Background: an optimization exercise with open tools, aiming at small area, a short achievable clock period and few clock cycles per item. Do not read the settings as production practice.
RTL that was checked went through simulation tests only; none was proved equivalent to the original.
The RTL of run 1 was laid out without a check of its function.

==> flow/design.v, too long to show whole: its modules and the start of the top module <==
// module mont_redc_ws: 1852 lines
module mont_redc_ws #(
    parameter int P_WIDTH  = 64,
    parameter int W_WIDTH  = 32,
    parameter int PD_WIDTH = 2 * P_WIDTH,
    parameter int NUM_W    = P_WIDTH / W_WIDTH
) (
    input  logic                clk,
    input  logic                rst_n,
    input  logic                in_valid,
    output logic                in_ready,
    input  logic [PD_WIDTH-1:0] Mul_in,
    input  logic [P_WIDTH-1:0]  N_in,
    input  logic [W_WIDTH-1:0]  Nprime_in,
    output logic                out_valid,
    input  logic                out_ready,
    output logic [P_WIDTH-1:0]  res_out,
    output logic [P_WIDTH:0]    res_raw_out
);
  // ...
==> flow/flow/run.sh <==
#!/bin/bash
# The standard layout (standard.sh: ORFS synth .. finish), except that the port
# buffers use the smallest plain buffer cell (every port still gets its own buffer).
export BUFFER_PORTS_ARGS="-buffer_cell sky130_fd_sc_hd__buf_1"
bash standard.sh > standard.log 2>&1
==> flow/standard.sh <==
#!/bin/bash
# synth_recipe.tcl (not shown) runs the flow's synth.tcl, then flattens the netlist and writes it again
# the make line also repeats each setting of config.mk as NAME=value (left out here)
make -C /OpenROAD-flow-scripts/flow DESIGN_CONFIG=/design/flow/config.mk WORK_HOME=/design/flow/orfs CLKGATE_MAP_FILE= SYNTH_SCRIPT=/design/flow/synth_recipe.tcl "${@:-finish}"
==> flow/config.mk <==
export PLATFORM = sky130hd
export DESIGN_NAME = mont_redc_ws
export DESIGN_NICKNAME = mont_redc_ws
export VERILOG_FILES = /design/flow/design.v
export SDC_FILE = /design/flow/constraint.sdc
export NUM_CORES = 4
export LEC_CHECK = 0
export CAP_MARGIN = 20
export CORE_MARGIN = 2
export CORE_UTILIZATION = 40
export CTS_BUF_LIST = sky130_fd_sc_hd__clkbuf_8
export SLEW_MARGIN = 60
==> flow/constraint.sdc <==
create_clock -name core_clock -period 16.0 [get_ports {clk}]
set_input_delay 3.2000 -clock core_clock [delete_from_list [all_inputs] [get_ports {clk}]]
set_output_delay 3.2000 -clock core_clock [all_outputs]
set_load 0.01 [all_outputs]
==> flow_metrics.env, run 1 <==
export IMPL_wl_per_cell_um=24.6
export IMPL_syn_area_mm2=0.0296
export IMPL_seq_area_frac_synth_pct=24.2
export IMPL_status="no timing/DRC/antenna violations"
export IMPL_met3_length_um=9520
export IMPL_n_antenna_cell=2
export IMPL_num_multi_input_gates=2145
export IMPL_top_usage_layer="met2"
export IMPL_dr_total_vias=23640
export IMPL_cpLargestDelayFamily="adder cells"
export IMPL_crit_top_cell="inv_1"
export IMPL_max_stage_delay_ns=0.64
export IMPL_antenna_found_initial=6
export IMPL_first_iter_violations=2398
export IMPL_synthAdderAreaFrac_pct=27.0
export IMPL_largest_reg_flops=66
export IMPL_start_util_pct=40.5
export IMPL_syn_num_nets=3551
export IMPL_worstMarginPinSlew_ns=0.644
export IMPL_end_kind="register"
export IMPL_core_mm2=0.0731
export IMPL_ys_types=89
export IMPL_fmax_mhz=158
export IMPL_fin_area_mm2=0.0329
export IMPL_netlist_instances=2872
export IMPL_cts_resized=0
==> run 2, diff against run 1 <==
--- a/flow/design.v
+++ b/flow/design.v
@@ -39,43 +39,36 @@
             onen[j] <= bnp[j][1] ^ bnp[j][0];
             twon[j] <= (bnp[j] == 3'b011) || (bnp[j] == 3'b100);
             negn[j] <= bnp[j][2];
         end
     end
     logic [2:0] bd [4];
     logic [3:0] one, two, neg, one_a, two_a, neg_a, one_d, two_d, neg_d;
     logic [3:0] one_x, two_x, neg_x;
-    logic [3:0] one_y, two_y, neg_y;
-    logic            la_on_d;
     logic [7:0] q_d;
     logic       qtop_d;
     for (genvar j = 0; j < 4; j++) begin : g_enc
         assign bd[j] = {q_d[2*j+1], q_d[2*j], (j == 0) ? qtop_d : q_d[2*j-1]};
         assign one_d[j] = bd[j][1] ^ bd[j][0];
         assign two_d[j] = (bd[j] == 3'b011) || (bd[j] == 3'b100);
         assign neg_d[j] = bd[j][2];
+        assign one_a[j] = ~one_x[j] & la_on;
+        assign two_a[j] = ~two_x[j] & la_on;
+        assign neg_a[j] = ~neg_x[j] & la_on;
     end
     logic [64:0] e0, e1, e2, e3;
-    assign e0[16:0] = (({17{one[0]}} & n_q[16:0]) | ({17{two[0]}} & {n_q[15:0], 1'b0})) ^ {17{neg[0]}};
-    assign e0[32:17] = (({16{one_a[0]}} & n_q[32:17]) | ({16{two_a[0]}} & n_q[31:16])) ^ {16{neg_a[0]}};
-    assign e0[48:33] = (({16{~one_x[0]}} & n_q[48:33]) | ({16{~two_x[0]}} & n_q[47:32])) ^ {16{~neg_x[0]}};
-    assign e0[64:49] = (({16{~one_y[0]}} & {1'b0, n_q[63:49]}) | ({16{~two_y[0]}} & n_q[63:48])) ^ {16{~neg_y[0]}};
-    assign e1[16:0] = (({17{one[1]}} & n_q[16:0]) | ({17{two[1]}} & {n_q[15:0], 1'b0})) ^ {17{neg[1]}};
-    assign e1[32:17] = (({16{one_a[1]}} & n_q[32:17]) | ({16{two_a[1]}} & n_q[31:16])) ^ {16{neg_a[1]}};
-    assign e1[48:33] = (({16{~one_x[1]}} & n_q[48:33]) | ({16{~two_x[1]}} & n_q[47:32])) ^ {16{~neg_x[1]}};
-    assign e1[64:49] = (({16{~one_y[1]}} & {1'b0, n_q[63:49]}) | ({16{~two_y[1]}} & n_q[63:48])) ^ {16{~neg_y[1]}};
-    assign e2[16:0] = (({17{one[2]}} & n_q[16:0]) | ({17{two[2]}} & {n_q[15:0], 1'b0})) ^ {17{neg[2]}};
-    assign e2[32:17] = (({16{one_a[2]}} & n_q[32:17]) | ({16{two_a[2]}} & n_q[31:16])) ^ {16{neg_a[2]}};
-    assign e2[48:33] = (({16{~one_x[2]}} & n_q[48:33]) | ({16{~two_x[2]}} & n_q[47:32])) ^ {16{~neg_x[2]}};
-    assign e2[64:49] = (({16{~one_y[2]}} & {1'b0, n_q[63:49]}) | ({16{~two_y[2]}} & n_q[63:48])) ^ {16{~neg_y[2]}};
-    assign e3[16:0] = (({17{one[3]}} & n_q[16:0]) | ({17{two[3]}} & {n_q[15:0], 1'b0})) ^ {17{neg[3]}};
-    assign e3[32:17] = (({16{one_a[3]}} & n_q[32:17]) | ({16{two_a[3]}} & n_q[31:16])) ^ {16{neg_a[3]}};
-    assign e3[48:33] = (({16{~one_x[3]}} & n_q[48:33]) | ({16{~two_x[3]}} & n_q[47:32])) ^ {16{~neg_x[3]}};
-    assign e3[64:49] = (({16{~one_y[3]}} & {1'b0, n_q[63:49]}) | ({16{~two_y[3]}} & n_q[63:48])) ^ {16{~neg_y[3]}};
+    assign e0[32:0] = (({33{one[0]}} & n_q[32:0]) | ({33{two[0]}} & {n_q[31:0], 1'b0})) ^ {33{neg[0]}};
+    assign e0[64:33] = (({32{~one_x[0]}} & {1'b0, n_q[63:33]}) | ({32{~two_x[0]}} & n_q[63:32])) ^ {32{~neg_x[0]}};
+    assign e1[32:0] = (({33{one[1]}} & n_q[32:0]) | ({33{two[1]}} & {n_q[31:0], 1'b0})) ^ {33{neg[1]}};
+    assign e1[64:33] = (({32{~one_x[1]}} & {1'b0, n_q[63:33]}) | ({32{~two_x[1]}} & n_q[63:32])) ^ {32{~neg_x[1]}};
+    assign e2[32:0] = (({33{one[2]}} & n_q[32:0]) | ({33{two[2]}} & {n_q[31:0], 1'b0})) ^ {33{neg[2]}};
+    assign e2[64:33] = (({32{~one_x[2]}} & {1'b0, n_q[63:33]}) | ({32{~two_x[2]}} & n_q[63:32])) ^ {32{~neg_x[2]}};
+    assign e3[32:0] = (({33{one[3]}} & n_q[32:0]) | ({33{two[3]}} & {n_q[31:0], 1'b0})) ^ {33{neg[3]}};
+    assign e3[64:33] = (({32{~one_x[3]}} & {1'b0, n_q[63:33]}) | ({32{~two_x[3]}} & n_q[63:32])) ^ {32{~neg_x[3]}};
     logic [63:0] thi_f;
     assign thi_f = r;
     logic [73:0] ts, tc, x;
     wire t1, t2, t3, t4, t5, t6, t7, t8, t9, t10, t11, t12, t13, t14, t15, t16, t17, t18, t19, t20, t21, t22, t23, t24, t25, t26, t27, t28, t29, t30, t31, t32, t33, t34, t35, t36, t37, t38, t39, t40, t41, t42, t43, t44, t45, t46, t47, t48, t49, t50, t51, t52, t53, t54, t55, t56, t57, t58, t59, t60, t61, t62, t63, t64, t65, t66, t67, t68, t69, t70, t71, t72, t73, t74, t75, t76, t77, t78, t79, t80, t81, t82, t83, t84, t85, t86, t87, t88, t89, t90, t91, t92, t93, t94, t95, t96, t97, t98, t99, t100, t101, t102, t103, t104, t105, t106, t107, t108, t109, t110, t111, t112, t113, t114, t115, t116, t117, t118, t119, t120, t121, t122, t123, t124, t125, t126, t127, t128, t129, t130, t131, t132, t133, t134, t135, t136, t137, t138, t139, t140, t141, t142, t143, t144, t145, t146, t147, t148, t149, t150, t151, t152, t153, t154, t155, t156, t157, t158, t159, t160, t161, t162, t163, t164, t165, t166, t167, t168, t169, t170, t171, t172, t173, t174, t175, t176, t177, t178, t179, t180, t181, t182, t183, t184, t185, t186, t187, t188, t189, t190, t191, t192, t193, t194, t195, t196, t197, t198, t199, t200, t201, t202, t203, t204, t205, t206, t207, t208, t209, t210, t211, t212, t213, t214, t215, t216, t217, t218, t219, t220, t221, t222, t223, t224, t225, t226, t227, t228, t229, t230, t231, t232, t233, t234, t235, t236, t237, t238, t239, t240, t241, t242, t243, t244, t245, t246, t247, t248, t249, t250, t251, t252, t253, t254, t255, t256, t257, t258, t259, t260, t261, t262, t263, t264, t265, t266, t267, t268, t269, t270, t271, t272, t273, t274, t275, t276, t277, t278, t279, t280, t281, t282, t283, t284, t285, t286, t287, t288, t289, t290, t291, t292, t293, t294, t295, t296, t297, t298, t299, t300, t301, t302, t303, t304, t305, t306, t307, t308, t309, t310, t311, t312, t313, t314, t315, t316, t317, t318, t319, t320, t321, t322, t323, t324, t325, t326, t327, t328, t329, t330, t331, t332, t333, t334, t335, t336, t337, t338, t339, t340, t341, t342, t343, t344, t345, t346, t347, t348, t349, t350, t351, t352, t353, t354, t355, t356, t357, t358, t359, t360, t361, t362, t363, t364, t365, t366, t367, t368, t369, t370, t371, t372, t373, t374, t375, t376, t377, t378, t379, t380, t381, t382, t383, t384, t385, t386, t387, t388, t389, t390, t391, t392, t393, t394, t395, t396, t397, t398, t399, t400, t401, t402, t403, t404, t405, t406, t407, t408, t409, t410, t411, t412, t413, t414, t415, t416, t417, t418, t419, t420, t421, t422, t423, t424, t425, t426, t427, t428, t429, t430, t431, t432, t433, t434, t435, t436, t437, t438, t439, t440, t441, t442, t443, t444, t445, t446, t447, t448, t449, t450, t451, t452, t453, t454, t455, t456, t457, t458, t459, t460, t461, t462, t463, t464, t465, t466, t467, t468, t469, t470, t471, t472, t473, t474, t475, t476, t477, t478, t479, t480, t481, t482, t483, t484, t485, t486, t487, t488, t489, t490, t491, t492, t493, t494, t495, t496, t497, t498, t499, t500, t501, t502, t503, t504, t505, t506, t507, t508, t509, t510, t511, t512, t513, t514, t515, t516, t517, t518, t519, t520, t521, t522, t523, t524, t525, t526, t527, t528, t529, t530, t531, t532, t533, t534, t535, t536, t537, t538, t539, t540, t541, t542, t543, t544, t545, t546, t547, t548, t549, t550, t551, t552, t553, t554, t555, t556, t557, t558, t559, t560, t561, t562, t563, t564, t565, t566, t567, t568, t569, t570, t571, t572, t573, t574, t575, t576, t577, t578, t579, t580, t581, t582, t583, t584, t585, t586, t587, t588, t589, t590, t591, t592, t593, t594, t595, t596, t597, t598, t599, t600, t601, t602, t603, t604, t605, t606, t607, t608, t609, t610, t611, t612, t613, t614, t615, t616, t617, t618, t619, t620, t621, t622, t623, t624, t625, t626, t627, t628, t629, t630, t631, t632, t633, t634, t635, t636, t637, t638, t639, t640, t641, t642, t643, t644, t645, t646, t647, t648, t649, t650, t651, t652, t653, t654, t655, t656, t657, t658, t659, t660, t661, t662, t663, t664, t665, t666, t667, t668, t669, t670, t671, t672, t673, t674, t675, t676, t677, t678, t679, t680, t681, t682, t683, t684, t685, t686, t687, t688, t689, t690, t691, t692, t693, t694, t695, t696, t697, t698, t699, t700, t701;
     assign t1 = w[4] ^ neg[2];
     assign t2 = w[4] & neg[2];
     assign t3 = w[5] ^ e0[5];
     assign t4 = w[5] & e0[5];
@@ -1673,51 +1666,45 @@
     assign la_c[14] = t678;
     assign la_s[15] = t679;
     assign la_c[15] = t680;
     logic la_cin;
     assign la_cin = |(la_s[7:0] | la_c[7:0]);
     logic [7:0] la_k_p0, la_k_g0, la_k;
     assign la_k_p0 = la_s[15:8] ^ la_c[15:8];
     assign la_k_g0 = la_s[15:8] & la_c[15:8];
-    wire la_k_g1_1 = la_k_g0[1] | (la_k_p0[1] & la_k_g0[0]);
-    wire la_k_p1_1 = la_k_p0[1] & la_k_p0[0];
+    wire la_k_gc = la_k_g0[0] | (la_k_p0[0] & la_cin);
+    wire la_k_g1_1 = la_k_g0[1] | (la_k_p0[1] & la_k_gc);
     wire la_k_g1_2 = la_k_g0[2] | (la_k_p0[2] & la_k_g0[1]);
     wire la_k_p1_2 = la_k_p0[2] & la_k_p0[1];
     wire la_k_g1_3 = la_k_g0[3] | (la_k_p0[3] & la_k_g0[2]);
     wire la_k_p1_3 = la_k_p0[3] & la_k_p0[2];
     wire la_k_g1_4 = la_k_g0[4] | (la_k_p0[4] & la_k_g0[3]);
     wire la_k_p1_4 = la_k_p0[4] & la_k_p0[3];
     wire la_k_g1_5 = la_k_g0[5] | (la_k_p0[5] & la_k_g0[4]);
     wire la_k_p1_5 = la_k_p0[5] & la_k_p0[4];
     wire la_k_g1_6 = la_k_g0[6] | (la_k_p0[6] & la_k_g0[5]);
     wire la_k_p1_6 = la_k_p0[6] & la_k_p0[5];
     wire la_k_g1_7 = la_k_g0[7] | (la_k_p0[7] & la_k_g0[6]);
     wire la_k_p1_7 = la_k_p0[7] & la_k_p0[6];
-    wire la_k_g2_2 = la_k_g1_2 | (la_k_p1_2 & la_k_g0[0]);
-    wire la_k_p2_2 = la_k_p1_2 & la_k_p0[0];
+    wire la_k_g2_2 = la_k_g1_2 | (la_k_p1_2 & la_k_gc);
     wire la_k_g2_3 = la_k_g1_3 | (la_k_p1_3 & la_k_g1_1);
-    wire la_k_p2_3 = la_k_p1_3 & la_k_p1_1;
     wire la_k_g2_4 = la_k_g1_4 | (la_k_p1_4 & la_k_g1_2);
     wire la_k_p2_4 = la_k_p1_4 & la_k_p1_2;
     wire la_k_g2_5 = la_k_g1_5 | (la_k_p1_5 & la_k_g1_3);
     wire la_k_p2_5 = la_k_p1_5 & la_k_p1_3;
     wire la_k_g2_6 = la_k_g1_6 | (la_k_p1_6 & la_k_g1_4);
     wire la_k_p2_6 = la_k_p1_6 & la_k_p1_4;
     wire la_k_g2_7 = la_k_g1_7 | (la_k_p1_7 & la_k_g1_5);
     wire la_k_p2_7 = la_k_p1_7 & la_k_p1_5;
-    wire la_k_g3_4 = la_k_g2_4 | (la_k_p2_4 & la_k_g0[0]);
-    wire la_k_p3_4 = la_k_p2_4 & la_k_p0[0];
+    wire la_k_g3_4 = la_k_g2_4 | (la_k_p2_4 & la_k_gc);
     wire la_k_g3_5 = la_k_g2_5 | (la_k_p2_5 & la_k_g1_1);
-    wire la_k_p3_5 = la_k_p2_5 & la_k_p1_1;
     wire la_k_g3_6 = la_k_g2_6 | (la_k_p2_6 & la_k_g2_2);
-    wire la_k_p3_6 = la_k_p2_6 & la_k_p2_2;
     wire la_k_g3_7 = la_k_g2_7 | (la_k_p2_7 & la_k_g2_3);
-    wire la_k_p3_7 = la_k_p2_7 & la_k_p2_3;
-    assign la_k = la_k_p0 ^ {(la_k_g3_6 | (la_k_p3_6 & la_cin)), (la_k_g3_5 | (la_k_p3_5 & la_cin)), (la_k_g3_4 | (la_k_p3_4 & la_cin)), (la_k_g2_3 | (la_k_p2_3 & la_cin)), (la_k_g2_2 | (la_k_p2_2 & la_cin)), (la_k_g1_1 | (la_k_p1_1 & la_cin)), (la_k_g0[0] | (la_k_p0[0] & la_cin)), la_cin};
+    assign la_k = la_k_p0 ^ {la_k_g3_6, la_k_g3_5, la_k_g3_4, la_k_g2_3, la_k_g2_2, la_k_g1_1, la_k_gc, la_cin};
     assign la_next = la_k;
     logic [7:0] q0;
     logic [7:0] q0_s, q0_c;
     assign q0_s[0] = negn[0];
     assign q0_c[0] = ((onen[0] & tl_q[0]) ^ negn[0]);
     assign q0_s[1] = (((onen[0] & tl_q[1]) | (twon[0] & tl_q[0])) ^ negn[0]);
     assign q0_c[1] = 1'b0;
     assign q0_s[2] = t691;
@@ -1761,17 +1748,16 @@
     wire q0k_g3_4 = q0k_g2_4 | (q0k_p2_4 & q0k_g0[0]);
     wire q0k_g3_5 = q0k_g2_5 | (q0k_p2_5 & q0k_g1_1);
     wire q0k_g3_6 = q0k_g2_6 | (q0k_p2_6 & q0k_g2_2);
     wire q0k_g3_7 = q0k_g2_7 | (q0k_p2_7 & q0k_g2_3);
     assign q0k = q0k_p0 ^ {q0k_g3_6, q0k_g3_5, q0k_g3_4, q0k_g2_3, q0k_g2_2, q0k_g1_1, q0k_g0[0], 1'b0};
     assign q0 = q0k;
     assign free        = ~out_valid | out_ready;
     assign go          = free & in_valid & pv;
-    assign la_on_d     = rst_n & ((st_load & go) | st_step);
     assign res_raw_out = m63 ? r[64:0] : w[64:0];
     assign res_out     = sel_r ? r[63:0] : w[63:0];
     always_ff @(posedge clk) begin
         if (!rst_n) begin
             st_load   <= 1'b1;
             la_on     <= 1'b0;
             st_step   <= 1'b0;
             st_fin2   <= 1'b0;
@@ -1820,22 +1806,16 @@
         q_q  <= q_d;
         qtop <= qtop_d;
         one  <= one_d;
         two  <= two_d;
         neg  <= neg_d;
         one_x <= ~one_d;
         two_x <= ~two_d;
         neg_x <= ~neg_d;
-        one_a <= one_d & {4{la_on_d}};
-        two_a <= two_d & {4{la_on_d}};
-        neg_a <= neg_d & {4{la_on_d}};
-        one_y <= ~(one_d & {4{la_on_d}});
-        two_y <= ~(two_d & {4{la_on_d}});
-        neg_y <= ~(neg_d & {4{la_on_d}});
     end
     always_ff @(posedge clk) begin
         if (st_step) begin
             w    <= x[73:8];
             if (cnt == 3'd6)      r <= Mul_in[127:64];
             else if (cnt == 3'd7) r <= '0;
         end else if (st_fin2) begin
             r     <= x[64:0];
==> flow_metrics.env, run 2 <==
export IMPL_status="no timing/DRC/antenna violations"
export IMPL_portBuffers=334
export IMPL_fmax_mhz=156
export IMPL_die_w_um=273
export IMPL_r2r_cells=17
export IMPL_worstMarginPinSlew_ns=0.583
export IMPL_synthArstFlopShare_pct=0
export IMPL_min_period_ns=6.42
export IMPL_grt_max_degree=59
export IMPL_wl_um=98700
export IMPL_post_cts_buffers=0
export IMPL_slew_headroom_pct=60.8
export IMPL_cp_startpoint="one_x[0]$_DFF_P_"
export IMPL_setup_viol=0
export IMPL_syn_area_mm2=0.0289
export IMPL_place_congestion=0.929
export IMPL_dieHeight_um=273
export IMPL_syn_num_nets=3511
export IMPL_slowest_stage="ha_1"
export IMPL_cts_max_path_buffers=3
export IMPL_grt_usage_pct=26.5
export IMPL_ys_flop_type="edfxtp_1"
export IMPL_ioPinCount=359
export IMPL_wl_per_cell_um=24.5
export IMPL_synth_area_per_cell_um2=10.2
export IMPL_cts_root_buffer="clkbuf_8"
export IMPL_reg2reg_slack_ns=9.58
export IMPL_critPathBufInv=1
export IMPL_synth_edf_count=141
export IMPL_synth_top_area_share_pct=21.7
export IMPL_fillers=6964
export IMPL_start_util_pct=40.4
export IMPL_die_area_mm2=0.0745
export IMPL_cts_buffers=49
export IMPL_synthTopCellsByArea="fa_1, edfxtp_1, xnor2_1"
export IMPL_critPathCapture="sel_r$_DFFE_PP_"
export IMPL_firstDrtPassIters=6
export IMPL_cts_sinks=264
export IMPL_first_global_vias=23679
export IMPL_grt_ovfl_total=0
export IMPL_viasPerCell=5.74
export IMPL_dpl_hpwl_um=74900
export IMPL_first_iter_violations=1935
export IMPL_end_kind="register"
export IMPL_dpl_worst_slack_ns=9.72
export IMPL_cts_resized=0
export IMPL_synthTopCellsByCount="xnor2_1, fa_1, mux2_2"
export IMPL_start_kind="register"
export IMPL_cts_tree="yes"
export IMPL_worstPathArrival_ns=6.80
export IMPL_fin_area_mm2=0.0322
export IMPL_postPlaceCellArea_mm2=0.0310
export IMPL_crit_cells=17
export IMPL_grt_pass1_wl_um=150000
export IMPL_antenna_found_initial=2
export IMPL_yosys_cell_count_top_type="xnor2_1"
export IMPL_reg2reg_to="sel_r$_DFFE_PP_"
export IMPL_hold_class="register to register"
export IMPL_synth_seq_cells=264
export IMPL_fin_crit_sh_pct=40.1
export IMPL_grt_setup_unrepaired="false"
export IMPL_synth_top_area_cell="fa_1"
export IMPL_yosysWarnings=3
export IMPL_final_nets=3714
export IMPL_drc=0
export IMPL_worstSetupPathType="register to register"
export IMPL_r2r_start="one_x[0]$_DFF_P_"
export IMPL_dr_total_vias=23146
export IMPL_hold_viol=0
export IMPL_cpLargestDelayFamily="adder cells"
export IMPL_htreeDepth=2
export IMPL_max_cap_violations=0
export IMPL_path_max_fanout=39
export IMPL_rows=98
export IMPL_ant_nets=0
export IMPL_crit_top_cell="fa_1"
export IMPL_clock_skew_ns=0.0556
export IMPL_drive_above_1_share_pct=12.5
export IMPL_layout_commonest_cell="xnor2_1"
export IMPL_final_cell_mix="xnor2_1, buf_1, fa_1"
export IMPL_drv_slew=0
export IMPL_ctsHoldBuffers=0
export IMPL_top_regs="w x66, r x65, n_q x64"
export IMPL_cp_required_ns=16.38
export IMPL_clk_pin_slew_ns=0.06
export IMPL_path_cells="buf_4, o22ai_1, xnor2_1, fa_1, fa_1, fa_1, ha_1, nand4_1, nor4_2, nand3_1, a21oi_1, nor3_2, o21ai_1, o21ai_1, o21ai_0, xor2_1, mux2i_1"
export IMPL_area_growth_pct=11.2
export IMPL_setup_ws_ns=9.58
export IMPL_largest_reg_flops=66
export IMPL_ys_types=76
export IMPL_setup_tns_final_ns=0
export IMPL_clk_latency_ns=0.68
export IMPL_max_stage_delay_ns=0.59
export IMPL_core_mm2=0.0716
export IMPL_regMostFlops="w"
export IMPL_seq_area_frac_synth_pct=23.1
export IMPL_netlist_instances=2837
## run 2: cell count changes in the layout (fill, tap and decap cells not counted), moves of 9 or more
| cell | before | now |
|---|---|---|
| a22oi_1 | 207 | 189 |
| nor2_1 | 72 | 83 |
| inv_1 | 226 | 214 |
| o21a_1 | 21 | 12 |
| dfxtp_2 | 39 | 17 |
| o22ai_1 | 129 | 143 |
## run 2: cells by family (layout without fill, tap and decap cells)
kind of cell	count (synthesis)	after routing	share of synthesized area (%)
flip-flops	264	264	23.1
AND/OR/NAND/NOR	350	350	5.62
multiplexers	211	211	8.22
buffers and inverters	428	672	5.68
other	0	1	0
XOR/XNOR	445	445	13.6
AO/OA/AOI/OAI	693	693	16.4
adder cells (fa/ha/maj)	446	446	27.4
## run 2: final cells by class
| cell class | count | area (um2) | share of cell area, % |
|---|---|---|---|
| diodes | 1 | 2.50 | 0.00777 |
| clock buffers | 58 | 798 | 2.48 |
| clock inverters | 34 | 253 | 0.785 |
| inverters | 203 | 763 | 2.37 |
| multi-input cells | 2145 | 20700 | 64.3 |
| flip-flops and latches | 264 | 6740 | 20.9 |
| well taps | 950 | 1190 | 3.69 |
| repair buffers | 377 | 1750 | 5.42 |
## run 2: worst min-delay path by stage
| stage | from | end | slack (ns) | depth (start not counted) |
|---|---|---|---|---|
| after floorplan | qtop$_DFF_P_ | m63$_DFFE_PP_ | 0.45 | 0 |
| after global placement | pv$_SDFF_PN0_ | st_load$_SDFF_PP1_ | 0.48 | 3 |
| after detailed placement | pv$_SDFF_PN0_ | st_load$_SDFF_PP1_ | 0.49 | 3 |
| after CTS | pv$_SDFF_PN0_ | st_load$_SDFF_PP1_ | 0.51 | 3 |
| after global routing | in_ready$_SDFF_PN0_ | pv$_SDFF_PN0_ | 0.55 | 1 |
| final | pv$_SDFF_PN0_ | st_load$_SDFF_PP1_ | 0.50 | 3 |
## run 2: metal layers
| layer | vias up | global-route usage, % | wire length (um) |
|---|---|---|---|
| li1 | 10363 | - | - |
| met5 | - | 0 | 0 |
| met4 | 0 | 9.95 | 3890 |
| met3 | 195 | 4.98 | 7850 |
| met2 | 1105 | 41.9 | 45100 |
| met1 | 11483 | 35.9 | 41800 |
## run 2: per-stage QoR
step / hold slack (ns) / util (%) / std cells
after floorplan: 0.453 / - / 2837
after CTS: 0.507 / 44.8 / 4027
final: 0.505 / 45.0 / 4032
after global placement: 0.483 / 43.0 / 3928
after detailed placement: 0.493 / 43.3 / 3935
after global routing: 0.545 / 45.0 / 4032
## run 2: tightest hold or removal path, cell delays in order, from the launching register on
cell and delay, ns:
dfxtp_1 0.31, nand3_1 0.07, nand2_1 0.05, nand2_1 0.05
Testbench counts of run 2, summed over its fixed seeds: cycles 48,016, items 4,800.
==> run 3, diff against run 2 <==
==> flow/flow/run.sh (replaced) <==
#!/bin/bash
# The standard layout (standard.sh: ORFS synth .. finish) with two changes:
#  - port buffers use the smallest plain buffer cell (every port still gets its own buffer)
#  - the setup repair over-fixes: repair_timing aims at 10.3 ns of setup slack instead of 0
export BUFFER_PORTS_ARGS="-buffer_cell sky130_fd_sc_hd__buf_1"
export SETUP_SLACK_MARGIN=10.3
bash standard.sh > standard.log 2>&1
--- a/flow/config.mk
+++ b/flow/config.mk
@@ -11,2 +11,2 @@
 export CTS_BUF_LIST = sky130_fd_sc_hd__clkbuf_8
-export SLEW_MARGIN = 60
+export SLEW_MARGIN = 20
==> flow_metrics.env, run 3 <==
export IMPL_place_congestion=0.943
export IMPL_drv_slew=0
export IMPL_slew_headroom_pct=44.0
export IMPL_die_area_mm2=0.0745
export IMPL_first_iter_violations=1994
export IMPL_yosysWarnings=3
export IMPL_max_cap_violations=0
export IMPL_drive_above_1_share_pct=14.7
export IMPL_synthTopCellsByArea="fa_1, edfxtp_1, xnor2_1"
export IMPL_portBuffers=334
export IMPL_worstSetupPathType="register to register"
export IMPL_grt_usage_pct=26.4
export IMPL_core_mm2=0.0716
export IMPL_wl_um=100000
export IMPL_ant_nets=0
export IMPL_ys_flop_type="edfxtp_1"
export IMPL_dr_total_vias=23396
export IMPL_hold_viol=0
export IMPL_synth_edf_count=141
export IMPL_first_global_vias=23696
export IMPL_largest_reg_flops=66
export IMPL_grt_pass1_wl_um=149000
export IMPL_setup_viol=0
export IMPL_setup_tns_final_ns=0
export IMPL_worstMarginPinSlew_ns=0.841
export IMPL_placedCellCount=3933
export IMPL_area_growth_pct=13.3
export IMPL_grt_max_degree=59
export IMPL_grt_setup_unrepaired="true"
export IMPL_dpl_hpwl_um=74700
export IMPL_end_kind="register"
export IMPL_fin_crit_sh_pct=35.1
export IMPL_synth_seq_cells=264
export IMPL_cts_max_path_buffers=3
export IMPL_rows=98
export IMPL_cts_buffers=49
export IMPL_syn_num_nets=3511
export IMPL_start_util_pct=40.4
export IMPL_clk_pin_slew_ns=0.07
export IMPL_antenna_found_initial=3
export IMPL_final_nets=3738
export IMPL_cts_tree="yes"
export IMPL_layout_commonest_cell="xnor2_1"
export IMPL_clock_skew_ns=0.0767
export IMPL_start_kind="register"
export IMPL_regMostFlops="w"
export IMPL_final_cell_mix="xnor2_1, buf_1, fa_1"
export IMPL_path_max_fanout=8
export IMPL_fmax_mhz=178
export IMPL_yosys_cell_count_top_type="xnor2_1"
export IMPL_synthArstFlopShare_pct=0
export IMPL_cp_required_ns=16.43
export IMPL_synth_top_area_share_pct=21.7
export IMPL_fin_cells=4058
export IMPL_netlist_instances=2837
export IMPL_min_period_ns=5.62
export IMPL_dieHeight_um=273
export IMPL_viasPerCell=5.77
export IMPL_top_regs="w x66, r x65, n_q x64"
export IMPL_final_core_util_pct=45.8
export IMPL_ioPinCount=359
export IMPL_cts_sinks=264
export IMPL_htreeDepth=2
export IMPL_wl_per_cell_um=24.7
export IMPL_drc=0
export IMPL_ys_types=76
export IMPL_grt_ovfl_total=0
export IMPL_clk_latency_ns=0.69
export IMPL_worstPathArrival_ns=6.06
export IMPL_synthTopCellsByCount="xnor2_1, fa_1, mux2_2"
export IMPL_hold_class="register to register"
export IMPL_cts_root_buffer="clkbuf_8"
export IMPL_hold_slack_ns=0.532
export IMPL_synth_top_area_cell="fa_1"
export IMPL_firstDrtPassIters=7
export IMPL_die_w_um=273
export IMPL_syn_area_mm2=0.0289
export IMPL_status="no timing/DRC/antenna violations"
export IMPL_synth_area_per_cell_um2=10.2
export IMPL_seq_area_frac_synth_pct=23.1
==> run 3: cell counts after synthesis <==
No cell type changed its count.
==> run 3: stage by stage <==
step / setup slack [ns] / cell area [um2]
final: 10.38 / 32800
after global routing: 10.26 / 32800
after CTS: 10.28 / 32100
after detailed placement: 9.49 / 30800
after global placement: 9.38 / 30800
after floorplan: 10.36 / 28900
==> run 3: path summary, 6_finish.rpt <==
| check | from | end | slack [ns] | depth (start not counted) |
|---|---|---|---|---|
| worst max-delay path | n_q[17]$_DFF_P_ | w[42]$_DFFE_PP_ | 10.38 | 16 |
| worst min-delay path | qtop$_DFF_P_ | m63$_DFFE_PP_ | 0.53 | 0 |
| worst max register to register | n_q[17]$_DFF_P_ | w[42]$_DFFE_PP_ | 10.38 | 16 |
| worst min register to register | qtop$_DFF_P_ | m63$_DFFE_PP_ | 0.53 | 0 |
==> run 3: timing repair <==
item / 4_1_cts / 5_1_grt
setup endpoints to repair: 145 / 68
gates cloned: 1 / 4
hold buffers: 0 / 0
pin swaps: 4 / 11
setup buffers: 8 / 17
gates resized for setup: 54 / 98
endpoints found under the hold margin: 0 / 0
==> run 3: cell families (layout without fill, tap and decap cells) <==
kind of cell             after synthesis  in the layout  share of synthesized area [%]
AO/OA/AOI/OAI                        693            693                           16.4
buffers and inverters                428            696                           5.68
other                                  0              3                              0
flip-flops                           264            264                           23.1
multiplexers                         211            211                           8.22
adder cells (fa/ha/maj)              446            446                           27.4
XOR/XNOR                             445            445                           13.6
AND/OR/NAND/NOR                      350            350                           5.62
==> run 3: worst max-delay path: stages (launching register included) <==
cell	delay (ns)
dfxtp_1	0.61
a22oi_1	0.19
xnor2_1	0.20
fa_1	0.47
fa_1	0.53
fa_1	0.51
ha_1	0.42
nand2_1	0.13
o21a_1	0.24
a211oi_1	0.22
or2_2	0.25
a31oi_2	0.19
and2_2	0.28
o41ai_4	0.48
a41oi_2	0.20
xnor2_2	0.20
mux2_2	0.27
==> run 3: area by class of cell <==
cell class	instances	area, um2
fillers	6962	38800
inverters	203	774
repair buffers	401	2100
clock buffers	56	771
clock inverters	36	230
diodes	3	7.51
flip-flops and latches	264	6750
well taps	950	1190
multi-input cells	2145	21000
==> run 3: metal layers <==
metal	part of all wire, %	wire length, um	vias to the layer above	global-route usage (%)
met5	0	0	-	0
met4	3.4	3420	0	8.89
met3	8.6	8660	181	5.14
met2	46	46600	1138	42.5
met1	42	41700	11660	35.5
li1	-	-	10417	-
==> run 4, diff against run 3 <==
--- a/flow/config.mk
+++ b/flow/config.mk
@@ -9,4 +9,4 @@
 export CORE_MARGIN = 2
-export CORE_UTILIZATION = 40
+export CORE_UTILIZATION = 55
 export CTS_BUF_LIST = sky130_fd_sc_hd__clkbuf_8
-export SLEW_MARGIN = 20
+export SLEW_MARGIN = 60
==> flow_metrics.env, run 4 <==
export IMPL_status="no timing/DRC/antenna violations"
export IMPL_worstPathArrival_ns=2.39
export IMPL_synth_top_area_share_pct=21.7
export IMPL_dr_total_vias=23924
export IMPL_viasPerCell=6.30
export IMPL_first_global_vias=24119
export IMPL_setup_tns_final_ns=0
export IMPL_area_growth_pct=13.0
export IMPL_synth_simple_area_share_pct=5.62
export IMPL_synth_compound_area_share_pct=16.4
export IMPL_drive_above_1_share_pct=15.2
export IMPL_cts_sinks=264
export IMPL_netlist_instances=2837
export IMPL_final_nets=3744
export IMPL_synthArstFlopShare_pct=0
export IMPL_hold_slack_ns=0.503
export IMPL_syn_num_nets=3511
export IMPL_start_util_pct=55.4
export IMPL_synth_top_family_by_area="adder cells"
export IMPL_ys_flop_type="edfxtp_1"
export IMPL_drv_slew=0
export IMPL_die_w_um=233
export IMPL_synth_seq_cells=264
export IMPL_synth_area_per_cell_um2=10.2
export IMPL_fin_crit_sh_pct=34.9
export IMPL_grt_ovfl_total=0
export IMPL_r2r_start="la_on$_SDFFE_PP0P_"
export IMPL_max_cap_violations=0
export IMPL_ys_types=76
export IMPL_htreeDepth=2
export IMPL_regMostFlops="w"
export IMPL_cp_required_ns=12.80
export IMPL_firstDrtPassIters=6
export IMPL_cts_tree="yes"
export IMPL_clock_skew_ns=0.0299
export IMPL_final_cell_mix="xnor2_1, buf_1, fa_1"
export IMPL_cts_max_path_buffers=3
export IMPL_dieHeight_um=233
export IMPL_dpl_hpwl_um=73100
export IMPL_final_core_util_pct=62.6
export IMPL_wl_per_cell_um=25.8
export IMPL_grt_setup_unrepaired="true"
export IMPL_clk_pin_slew_ns=0.06
export IMPL_grt_usage_pct=36.1
export IMPL_synthTopCellsByCount="xnor2_1, fa_1, mux2_2"
export IMPL_fmax_mhz=179
export IMPL_top_regs="w x66, r x65, n_q x64"
export IMPL_cts_root_buffer="clkbuf_8"
export IMPL_yosys_area_share_xor_xnor_pct=13.6
export IMPL_grt_pass1_wl_um=148000
export IMPL_wl_um=98000
export IMPL_synth_mux_area_share_pct=8.22
export IMPL_first_iter_violations=2494
export IMPL_die_area_mm2=0.0545
export IMPL_ioPinCount=359
export IMPL_layout_commonest_cell="xnor2_1"
export IMPL_yosys_cell_count_top_type="xnor2_1"
export IMPL_grt_max_degree=55
export IMPL_seq_area_frac_synth_pct=23.1
export IMPL_start_kind="register"
export IMPL_fin_area_mm2=0.0327
export IMPL_syn_area_mm2=0.0289
export IMPL_drc=0
export IMPL_hold_class="register to register"
export IMPL_core_mm2=0.0522
export IMPL_cts_buffers=50
export IMPL_portBuffers=334
export IMPL_worstSetupPathType="register to output port"
export IMPL_worstMarginPinSlew_ns=0.629
export IMPL_worstHoldStart="pv$_SDFF_PN0_"
export IMPL_rows=84
export IMPL_antenna_found_initial=0
export IMPL_hold_viol=0
export IMPL_clk_latency_ns=0.67
export IMPL_yosysWarnings=3
export IMPL_min_period_ns=5.59
export IMPL_largest_reg_flops=66
export IMPL_synthTopCellsByArea="fa_1, edfxtp_1, xnor2_1"
export IMPL_path_max_fanout=23
export IMPL_postPlaceCellArea_mm2=0.0307
export IMPL_ant_nets=0
export IMPL_synth_top_area_cell="fa_1"
export IMPL_synthAdderAreaFrac_pct=27.4
export IMPL_synth_edf_count=141
export IMPL_setup_viol=0
export IMPL_end_kind="output port"
export IMPL_slew_headroom_pct=57.9
export IMPL_place_congestion=0.944
export IMPL_cp_startpoint="sel_r$_DFFE_PP_"
run 4: cell counts after synthesis:
No cell type changed its count.
run 4: what timing repair did:
item                       in CTS  in global routing
buffers inserted               15                  8
pin swaps                       3                 12
gates cloned                    1                  3
setup endpoints to repair     103                 65
hold buffers                    0                  0
resized for setup              59                 82
run 4: routing by layer:
layer	global-route usage (%)	wire, um	vias up
li1	-	-	10426
met1	49.6	40400	11970
met2	57.7	45600	1313
met3	5.22	7980	215
met4	13.7	3960	0
met5	0	0	-
run 4: cell type report:
| class | instances | area (um2) |
|---|---|---|
| diodes | 1 | 2.50 |
| clock buffers | 60 | 826 |
| clock inverters | 33 | 260 |
| fillers | 4448 | 19500 |
| inverters | 203 | 764 |
| multi-input cells | 2145 | 21000 |
| flip-flops and latches | 264 | 6750 |
| well taps | 688 | 861 |
| repair buffers | 406 | 2210 |
run 4: worst paths after layout:
check	to	slack (ns)	cells after the start
hold reg to reg	st_load$_SDFF_PP1_	0.50	3
setup reg to reg	two[3]$_DFF_P_	10.44	25
hold / removal	st_load$_SDFF_PP1_	0.50	3
setup / recovery	res_out[20]	10.41	3
run 4: per-stage QoR:
step / instances / setup WS [ns]
2_1_floorplan: 2837 / 10.36
3_5_place_dp: 3676 / 9.77
3_3_place_gp: 3672 / 9.73
6_report: 3800 / 10.41
5_1_grt: 3799 / 10.28
4_1_cts: 3785 / 10.23
run 4: cell families (layout without fill, tap and decap cells):
group / count (synthesis) / count (layout)
compound gates: 693 / 693
xor+xnor: 445 / 445
fa+ha+maj: 446 / 446
buf+inv: 428 / 702
flops: 264 / 264
mux: 211 / 211
other cells: 0 / 1
simple gates: 350 / 350
run 4: worst max-delay path, stage by stage (launching register included):
cell      delay, ns
edfxtp_1       0.71
buf_4          0.46
mux2_2         0.40
buf_1          0.13
==> run 5, diff against run 4 <==
--- a/flow/config.mk
+++ b/flow/config.mk
@@ -9,4 +9,3 @@
 export CORE_MARGIN = 2
-export CORE_UTILIZATION = 55
-export CTS_BUF_LIST = sky130_fd_sc_hd__clkbuf_8
+export CORE_UTILIZATION = 40
 export SLEW_MARGIN = 60
==> flow_metrics.env, run 5 <==
export IMPL_wl_per_cell_um=25.1
export IMPL_die_area_mm2=0.0745
export IMPL_min_period_ns=5.69
export IMPL_first_global_vias=23505
export IMPL_drive_above_1_share_pct=14.7
export IMPL_cts_max_path_buffers=3
export IMPL_clock_skew_ns=0.0403
export IMPL_layout_commonest_cell="xnor2_1"
export IMPL_max_stage_delay_ns=0.59
export IMPL_largest_reg_flops=66
export IMPL_drv_slew=0
export IMPL_hold_class="register to register"
export IMPL_synthTopCellsByCount="xnor2_1, fa_1, mux2_2"
export IMPL_grtUsageMet2_pct=42.8
export IMPL_critPathBufInv=2
export IMPL_yosysWarnings=3
export IMPL_cts_sinks=264
export IMPL_seq_area_frac_synth_pct=23.1
export IMPL_ant_nets=0
export IMPL_synthArstFlopShare_pct=0
export IMPL_place_congestion=0.943
export IMPL_path_cells="buf_8, xnor2_1, fa_1, fa_1, fa_1, ha_1, nand4_1, nor4_4, nand3_1, a21oi_1, nor3_2, buf_4, o21ai_2, a21boi_0, o21ai_1, xor2_1, mux2_2"
export IMPL_cts_buffers=35
export IMPL_ioPinCount=359
export IMPL_yosys_cell_count_top_type="xnor2_1"
export IMPL_start_kind="register"
export IMPL_end_kind="register"
export IMPL_htreeDepth=2
export IMPL_crit_top_cell="fa_1"
export IMPL_dr_total_vias=23420
export IMPL_drc=0
export IMPL_cts_root_buffer="clkbuf_16"
export IMPL_postPlaceCellArea_mm2=0.0310
export IMPL_die_w_um=273
export IMPL_reg2reg_to="w[49]$_DFFE_PP_"
export IMPL_synth_area_per_cell_um2=10.2
export IMPL_grt_usage_pct=26.3
export IMPL_synth_top_area_cell="fa_1"
export IMPL_slew_headroom_pct=59.0
export IMPL_ys_flop_type="edfxtp_1"
export IMPL_clk_latency_ns=0.57
export IMPL_netlist_instances=2837
export IMPL_status="no timing/DRC/antenna violations"
export IMPL_synthTopCellsByArea="fa_1, edfxtp_1, xnor2_1"
export IMPL_use_met3_pct=4.53
export IMPL_r2r_cells=17
export IMPL_rows=98
export IMPL_core_mm2=0.0716
export IMPL_final_nets=3726
export IMPL_setup_tns_final_ns=0
export IMPL_start_util_pct=40.4
export IMPL_final_core_util_pct=46.1
export IMPL_reg2reg_slack_ns=10.31
export IMPL_syn_num_nets=3511
export IMPL_setup_viol=0
export IMPL_grt_max_degree=59
export IMPL_worstMarginPinSlew_ns=0.609
export IMPL_synth_edf_count=141
export IMPL_worstPathArrival_ns=6.13
export IMPL_synth_top_area_share_pct=21.7
export IMPL_path_max_fanout=21
export IMPL_grt_ovfl_total=0
export IMPL_syn_area_mm2=0.0289
export IMPL_cpLargestDelayFamily="adder cells"
export IMPL_final_cell_mix="xnor2_1, buf_1, fa_1"
export IMPL_fillers=6948
export IMPL_worstSetupPathType="register to register"
export IMPL_portBuffers=334
export IMPL_fmax_mhz=176
export IMPL_cp_required_ns=16.44
export IMPL_slowest_stage="dfxtp_4"
export IMPL_regMostFlops="w"
export IMPL_grt_pass1_wl_um=149000
export IMPL_fin_area_mm2=0.0330
export IMPL_multi_input_area_mm2=0.0210
export IMPL_antenna_found_initial=1
export IMPL_viasPerCell=5.81
export IMPL_worstHoldStart="qtop$_DFF_P_"
export IMPL_wl_um=101000
export IMPL_dpl_hpwl_um=75000
export IMPL_grt_setup_unrepaired="true"
export IMPL_r2r_start="neg_x[1]$_DFF_P_"
export IMPL_dieHeight_um=273
export IMPL_first_iter_violations=2188
export IMPL_ys_types=76
export IMPL_top_regs="w x66, r x65, n_q x64"
export IMPL_firstDrtPassIters=5
export IMPL_hold_viol=0
export IMPL_synth_seq_cells=264
export IMPL_top_usage_layer="met2"
export IMPL_hold_end="m63$_DFFE_PP_"
export IMPL_clk_pin_slew_ns=0.07
export IMPL_area_growth_pct=14.0
export IMPL_min_path_cells=0
export IMPL_grt_use_met1_pct=35.9
export IMPL_regArea_mm2=0.00676
export IMPL_max_cap_violations=0
export IMPL_cts_tree="yes"
export IMPL_fin_crit_sh_pct=35.6
[run 5: cell count changes in the layout (fill, tap and decap cells not counted), sizes merged]
cell           previous run  this run
buf                     402       392
inv                     216       206
clkbuf                   63        55
bufinv                    4         0
clkinv                   12         8
clkdlybuf4s15             0         1
clkinvlp                  4         5
[run 5: kinds of logic after synthesis]
family	Yosys count	synth area share, %
simple gates	350	5.62
buf+inv	428	5.68
fa+ha+maj	446	27.4
mux	211	8.22
compound gates	693	16.4
flops	264	23.1
xor+xnor	445	13.6
[run 5: area by class of cell]
cell class | count | share of cell area, %
diodes | 1 | 0.00759
clock buffers | 46 | 2.94
clock inverters | 16 | 0.353
inverters | 203 | 2.35
multi-input cells | 2145 | 63.6
flip-flops and latches | 264 | 20.5
well taps | 950 | 3.60
repair buffers | 403 | 6.61
[run 5: how the worst max path moves through the flow]
| stage | start | to | slack [ns] | depth (start not counted) |
|---|---|---|---|---|
| after global routing | two_x[0]$_DFF_P_ | w[51]$_DFFE_PP_ | 10.19 | 20 |
| after CTS | one[0]$_DFF_P_ | w[42]$_DFFE_PP_ | 10.27 | 19 |
| final | neg_x[1]$_DFF_P_ | w[49]$_DFFE_PP_ | 10.31 | 17 |
| after global placement | one[3]$_DFF_P_ | sel_r$_DFFE_PP_ | 9.38 | 17 |
| after floorplan | la_on$_SDFFE_PP0P_ | two[3]$_DFF_P_ | 10.36 | 25 |
| after detailed placement | neg[0]$_DFF_P_ | w[48]$_DFFE_PP_ | 9.71 | 20 |
[run 5: metrics by stage]
step / hold WS [ns] / setup slack [ns] / instances
after global placement: 0.519 / 9.38 / 3933
after detailed placement: 0.513 / 9.71 / 3939
after floorplan: 0.453 / 10.36 / 2837
final: 0.515 / 10.31 / 4028
after CTS: 0.519 / 10.27 / 4007
after global routing: 0.528 / 10.19 / 4028
[run 5: metal layers]
layer	part of all wire, %	vias up
met4	3.5	0
met2	46	1158
met3	8.8	180
met1	41	11695
met5	0	-
li1	-	10387
[run 5: repair_timing]
| action | 4_1_cts | 5_1_grt |
|---|---|---|
| hold buffers | 0 | 0 |
| buffers inserted | 5 | 14 |
| hold endpoints to repair | 0 | 0 |
| pin swaps | 4 | 13 |
| setup endpoints to repair | 60 | 75 |
| gates cloned | 1 | 6 |
| gates resized for setup | 47 | 84 |
[run 5: worst reg2reg max path, stage by stage (launching register included)]
cell	delay, ns
dfxtp_4	0.59
buf_8	0.30
xnor2_1	0.19
fa_1	0.41
fa_1	0.51
fa_1	0.51
ha_1	0.47
nand4_1	0.26
nor4_4	0.36
nand3_1	0.13
a21oi_1	0.30
nor3_2	0.06
buf_4	0.17
o21ai_2	0.26
a21boi_0	0.21
o21ai_1	0.19
xor2_1	0.42
mux2_2	0.24
==> run 6, diff against run 5 <==
--- a/flow/config.mk
+++ b/flow/config.mk
@@ -10,2 +10,3 @@
 export CORE_UTILIZATION = 40
+export CTS_BUF_LIST = sky130_fd_sc_hd__clkbuf_8
 export SLEW_MARGIN = 60
==> flow_metrics.env, run 6 <==
export IMPL_drc=0
export IMPL_synthArstFlopShare_pct=0
export IMPL_clk_latency_ns=0.67
export IMPL_ys_flop_type="edfxtp_1"
export IMPL_setup_viol=0
export IMPL_ant_nets=0
export IMPL_critPathBufInv=3
export IMPL_final_nets=3734
export IMPL_setup_tns_final_ns=0
export IMPL_status="no timing/DRC/antenna violations"
export IMPL_cp_required_ns=16.42
export IMPL_hold_class="register to register"
export IMPL_syn_num_nets=3511
export IMPL_slew_headroom_pct=57.6
export IMPL_viasPerCell=5.80
export IMPL_clk_pin_slew_ns=0.08
export IMPL_worstPathArrival_ns=6.00
export IMPL_fmax_mhz=179
export IMPL_grt_max_degree=59
export IMPL_crit_top_cell="fa_1"
export IMPL_syn_area_mm2=0.0289
export IMPL_first_iter_violations=2081
export IMPL_ys_types=76
export IMPL_antenna_found_initial=3
export IMPL_end_kind="register"
export IMPL_drive_above_1_share_pct=15.0
export IMPL_dieHeight_um=273
export IMPL_synthTopCellsByCount="xnor2_1, fa_1, mux2_2"
export IMPL_synth_area_per_cell_um2=10.2
export IMPL_fin_crit_sh_pct=34.8
export IMPL_start_kind="register"
export IMPL_synthTopCellsByArea="fa_1, edfxtp_1, xnor2_1"
export IMPL_clock_skew_ns=0.0583
export IMPL_first_global_vias=23663
export IMPL_worstSetupPathType="register to register"
export IMPL_ctsHoldBuffers=0
export IMPL_regMostFlops="w"
export IMPL_grt_ovfl_total=0
export IMPL_grt_usage_pct=26.4
export IMPL_start_util_pct=40.4
export IMPL_cts_max_path_buffers=3
export IMPL_layout_commonest_cell="xnor2_1"
export IMPL_firstDrtPassIters=5
export IMPL_synth_top_area_cell="fa_1"
export IMPL_synth_edf_count=141
export IMPL_cts_sinks=264
export IMPL_grt_pass1_wl_um=150000
export IMPL_netlist_instances=2837
export IMPL_synth_top_area_share_pct=21.7
export IMPL_core_mm2=0.0716
export IMPL_cpLargestDelayFamily="adder cells"
export IMPL_die_w_um=273
export IMPL_ioPinCount=359
export IMPL_dpl_hpwl_um=75000
export IMPL_synth_seq_cells=264
export IMPL_dr_total_vias=23487
export IMPL_grt_setup_unrepaired="true"
export IMPL_top_regs="w x66, r x65, n_q x64"
export IMPL_die_area_mm2=0.0745
export IMPL_htreeDepth=2
export IMPL_slowest_stage="fa_1"
export IMPL_yosys_cell_count_top_type="xnor2_1"
export IMPL_area_growth_pct=13.6
export IMPL_yosysWarnings=3
export IMPL_min_period_ns=5.57
export IMPL_rows=98
export IMPL_fillers=6975
export IMPL_hold_viol=0
export IMPL_seq_area_frac_synth_pct=23.1
export IMPL_wl_per_cell_um=24.9
export IMPL_cts_root_buffer="clkbuf_8"
export IMPL_wl_um=101000
export IMPL_worstMarginPinSlew_ns=0.629
export IMPL_place_congestion=0.943
export IMPL_path_cells="buf_12, a22oi_1, xnor2_1, fa_1, fa_1, inv_1, fa_1, inv_1, ha_2, nand2_1, nor2_2, a32oi_2, o21ai_4, a31oi_4, and2_2, o41ai_4, a21boi_1, xnor2_1, mux2_2"
export IMPL_cts_tree="yes"
export IMPL_largest_reg_flops=66
export IMPL_max_stage_delay_ns=0.56
export IMPL_portBuffers=334
export IMPL_cts_buffers=49
export IMPL_final_cell_mix="xnor2_1, buf_1, fa_1"
export IMPL_max_cap_violations=0
export IMPL_path_max_fanout=17
export IMPL_drv_slew=0
## run 6: area by class of cell
class                      instances  area (um2)  share of cell area [%]
timing repair buffer             397        2120                    6.45
clock inverter                    35         255                   0.776
multi-input combinational       2145       21000                    63.9
sequential                       264        6760                    20.6
clock buffer                      57         785                    2.39
tap                              950        1190                    3.62
antenna                            1        2.50                 0.00761
inverter                         203         768                    2.34
## run 6: worst paths after layout
check	start	endpoint	slack (ns)	cells past startpoint
setup / recovery	one[0]$_DFF_P_	w[46]$_DFFE_PP_	10.43	19
hold / removal	in_ready$_SDFF_PN0_	pv$_SDFF_PN0_	0.52	1
setup reg to reg	one[0]$_DFF_P_	w[46]$_DFFE_PP_	10.43	19
hold reg to reg	in_ready$_SDFF_PN0_	pv$_SDFF_PN0_	0.52	1
## run 6: routing by layer
metal | part of all wire, % | vias up | global-route usage (%)
met5 | 0 | - | 0
met4 | 3.3 | 0 | 7.94
met3 | 8.6 | 180 | 5.05
met2 | 46 | 1178 | 42.7
met1 | 42 | 11723 | 35.8
li1 | - | 10406 | -
## run 6: stage by stage
step / std cells / area (um2) / utilization, % / hold WS, ns / worst slack [ns]
final: 4052 / 32900 / 45.9 / 0.525 / 10.43
after global routing: 4052 / 32900 / 45.9 / 0.548 / 10.29
after CTS: 4037 / 32300 / 45.2 / 0.520 / 10.28
after detailed placement: 3939 / 31000 / 43.3 / 0.513 / 9.71
after global placement: 3933 / 30800 / 43.0 / 0.519 / 9.38
after floorplan: 2837 / 28900 / - / 0.453 / 10.36
## run 6: cell families after synthesis
group / count (synthesis) / share of synthesized area [%]
DFF: 264 / 23.1
adders and majority gates: 446 / 27.4
AOI/OAI and AO/OA: 693 / 16.4
buffers and inverters: 428 / 5.68
xor gates and xnor gates: 445 / 13.6
muxes: 211 / 8.22
and+or+nand+nor: 350 / 5.62
## run 6: what timing repair did
action | in CTS | in global routing
gates resized for setup | 51 | 79
pin swaps | 4 | 13
endpoints found under the setup margin | 60 | 70
cloned | 1 | 5
setup buffers | 5 | 9
==> run 7, diff against run 6 <==
==> flow/flow/run.sh (replaced) <==
#!/bin/bash
# The standard layout (standard.sh: ORFS synth .. finish) with two changes:
#  - port buffers use the smallest plain buffer cell (every port still gets its own buffer)
#  - the setup repair over-fixes: repair_timing aims at 10 ns of setup slack instead of 0
export BUFFER_PORTS_ARGS="-buffer_cell sky130_fd_sc_hd__buf_1"
export SETUP_SLACK_MARGIN=10
bash standard.sh > standard.log 2>&1
==> flow_metrics.env, run 7 <==
export IMPL_r2r_start="one[0]$_DFF_P_"
export IMPL_synthTopCellsByCount="xnor2_1, fa_1, mux2_2"
export IMPL_hold_class="register to register"
export IMPL_area_growth_pct=11.7
export IMPL_htreeDepth=2
export IMPL_fmax_mhz=171
export IMPL_worstMarginPinSlew_ns=0.584
export IMPL_final_nets=3720
export IMPL_ctsHoldBuffers=0
export IMPL_core_mm2=0.0716
export IMPL_start_kind="register"
export IMPL_cts_max_path_buffers=3
export IMPL_reg2reg_slack_ns=10.15
export IMPL_setup_ws_ns=10.15
export IMPL_r2r_cells=19
export IMPL_regMostFlops="w"
export IMPL_dpl_hpwl_um=75000
export IMPL_path_max_fanout=33
export IMPL_synth_seq_cells=264
export IMPL_cts_buffers=49
export IMPL_clk_pin_slew_ns=0.08
export IMPL_max_cap_violations=0
export IMPL_worstHoldStart="in_ready$_SDFF_PN0_"
export IMPL_cts_tree="yes"
export IMPL_grt_setup_unrepaired="true"
export IMPL_ys_flop_type="edfxtp_1"
export IMPL_netlist_instances=2837
export IMPL_grt_usage_pct=26.3
export IMPL_first_global_vias=23533
export IMPL_cts_root_buffer="clkbuf_8"
export IMPL_min_path_cells=1
export IMPL_grt_pass1_wl_um=149000
export IMPL_fin_crit_sh_pct=36.6
export IMPL_first_iter_violations=2098
export IMPL_place_congestion=0.943
export IMPL_ant_nets=0
export IMPL_synth_edf_count=141
export IMPL_rows=98
export IMPL_synthTopCellsByArea="fa_1, edfxtp_1, xnor2_1"
export IMPL_syn_area_mm2=0.0289
export IMPL_hold_end="pv$_SDFF_PN0_"
export IMPL_die_w_um=273
export IMPL_clock_skew_ns=0.0575
export IMPL_min_period_ns=5.85
export IMPL_status="no timing/DRC/antenna violations"
export IMPL_worstPathArrival_ns=6.24
export IMPL_portBuffers=334
export IMPL_syn_num_nets=3511
export IMPL_hold_viol=0
export IMPL_drc=0
export IMPL_drive_above_1_share_pct=13.2
export IMPL_dr_total_vias=23212
export IMPL_firstDrtPassIters=6
export IMPL_setup_tns_final_ns=0
export IMPL_largest_reg_flops=66
export IMPL_end_kind="register"
export IMPL_worstSetupPathType="register to register"
export IMPL_setup_viol=0
export IMPL_antenna_found_initial=3
export IMPL_grt_ovfl_total=0
export IMPL_yosys_cell_count_top_type="xnor2_1"
export IMPL_ioPinCount=359
export IMPL_seq_area_frac_synth_pct=23.1
export IMPL_final_cell_mix="xnor2_1, buf_1, fa_1"
export IMPL_die_area_mm2=0.0745
export IMPL_viasPerCell=5.75
export IMPL_reg2reg_to="w[56]$_DFFE_PP_"
export IMPL_synth_top_area_cell="fa_1"
export IMPL_drv_slew=0
export IMPL_clk_latency_ns=0.67
export IMPL_cts_sinks=264
export IMPL_start_util_pct=40.4
export IMPL_synthArstFlopShare_pct=0
export IMPL_grt_max_degree=59
export IMPL_ys_types=76
export IMPL_wl_per_cell_um=24.5
export IMPL_layout_commonest_cell="xnor2_1"
export IMPL_cp_required_ns=16.39
export IMPL_dpl_worst_slack_ns=9.71
export IMPL_top_regs="w x66, r x65, n_q x64"
export IMPL_synth_area_per_cell_um2=10.2
export IMPL_synth_top_area_share_pct=21.7
export IMPL_wl_um=98800
export IMPL_yosysWarnings=3
export IMPL_slew_headroom_pct=60.8
export IMPL_dieHeight_um=273
run 7: cell counts after synthesis:
Identical to the previous run, type by type.
run 7: per-layer routing:
metal | track usage, % | part of all wire [%] | up-vias
met1 | 35.8 | 42 | 11571
met5 | 0 | 0 | -
met4 | 7.48 | 3.1 | 0
li1 | - | - | 10383
met2 | 42.8 | 46 | 1094
met3 | 4.78 | 8.5 | 164
run 7: cell type report:
class                           count  area [um2]
Multi-Input combinational cell   2145       20800
Clock buffer                       57         785
Fill cell                        7033       39300
Clock inverter                     35         255
Sequential cell                   264        6740
Tap cell                          950        1190
Inverter                          203         766
Timing Repair Buffer              383        1780
Antenna cell                        1        2.50
run 7: worst max path at each step:
| stage | from | to | slack [ns] | cells after the start |
|---|---|---|---|---|
| 3_5_place_dp | neg[0]$_DFF_P_ | w[48]$_DFFE_PP_ | 9.71 | 20 |
| 4_1_cts | one[3]$_DFF_P_ | w[61]$_DFFE_PP_ | 10.04 | 17 |
| 2_1_floorplan | la_on$_SDFFE_PP0P_ | two[3]$_DFF_P_ | 10.36 | 25 |
| 6_report | one[0]$_DFF_P_ | w[56]$_DFFE_PP_ | 10.15 | 19 |
| 3_3_place_gp | one[3]$_DFF_P_ | sel_r$_DFFE_PP_ | 9.38 | 17 |
| 5_1_grt | la_on$_SDFFE_PP0P_ | two[3]$_DFF_P_ | 9.98 | 24 |
run 7: critical path: stages, from the launching register on:
cell and delay (ns):
dfxtp_1 0.32, clkbuf_8 0.31, a22oi_1 0.16, xnor2_1 0.20
fa_1 0.46, fa_1 0.54, inv_1 0.05, fa_1 0.55
inv_1 0.05, ha_1 0.39, a21oi_1 0.34, nor2_1 0.09
nor4b_2 0.36, o21ai_4 0.18, a31oi_4 0.34, o31ai_2 0.17
a31oi_2 0.42, o21bai_1 0.15, xor2_1 0.20, mux2_2 0.28
run 7: timing repair:
action                                 4_1_cts  5_1_grt
buffers inserted                             3        2
gates cloned                                 0        1
gates resized for setup                      9       37
endpoints found under the hold margin        0        0
setup endpoints to repair                   30       44
pin swaps                                    1        3
run 7: per-stage QoR:
stage               utilization, %  cell area, um2  std cells  hold slack [ns]
finish                        45.1           32300       4038            0.516
global route                  45.1           32300       4038            0.537
CTS                           44.8           32100       4034            0.520
detailed placement            43.3           31000       3939            0.513
global placement              43.0           30800       3933            0.519
floorplan                        -           28900       2837            0.453
run 7: logic make-up after synthesis:
| kind of cell | share of synthesized area [%] |
|---|---|
| AND/OR/NAND/NOR | 5.62 |
| adder cells (fa/ha/maj) | 27.4 |
| XOR/XNOR | 13.6 |
| AO/OA/AOI/OAI | 16.4 |
| buffers and inverters | 5.68 |
| flip-flops | 23.1 |
| multiplexers | 8.22 |

==> port drivers added, routing unchanged <==
No port has a modelled driver above. Below, the same layouts with a new extraction and two added sets of constraints. Step 1 sets driving cells, clkbuf_16 on the clock port and buf_2 on the other inputs (assumed; they add their load-dependent delay and slew). Step 2 adds t to the input delays and takes it off the output delays; t is the mean of the earliest and latest rising clock arrival at the registers after step 1. Input paths then give back, and output paths get back, about the clock's delay inside the block. Slacks: ideal ports / drivers / drivers and shift; pairs: ideal ports / drivers.
run	t, ns	setup WS [ns]	worst setup path after step 2	latest minus earliest clock arrival (ns)	cell pins on the clock port's net
run 1	0.736	9.686 / 9.686 / 9.686	register to register	0.070 / 0.071	1
run 2	0.720	9.582 / 9.582 / 9.582	register to register	0.056 / 0.056	1
run 3	0.717	10.377 / 10.377 / 10.377	register to register	0.076 / 0.077	1
run 4	0.711	10.410 / 10.352 / 10.443	register to register	0.030 / 0.030	1
run 5	0.618	10.308 / 10.308 / 10.308	register to register	0.040 / 0.040	1
run 6	0.707	10.425 / 10.382 / 10.425	register to register	0.058 / 0.058	1
run 7	0.705	10.149 / 10.149 / 10.149	register to register	0.058 / 0.057	1
After both steps setup and hold are still met in every run listed.
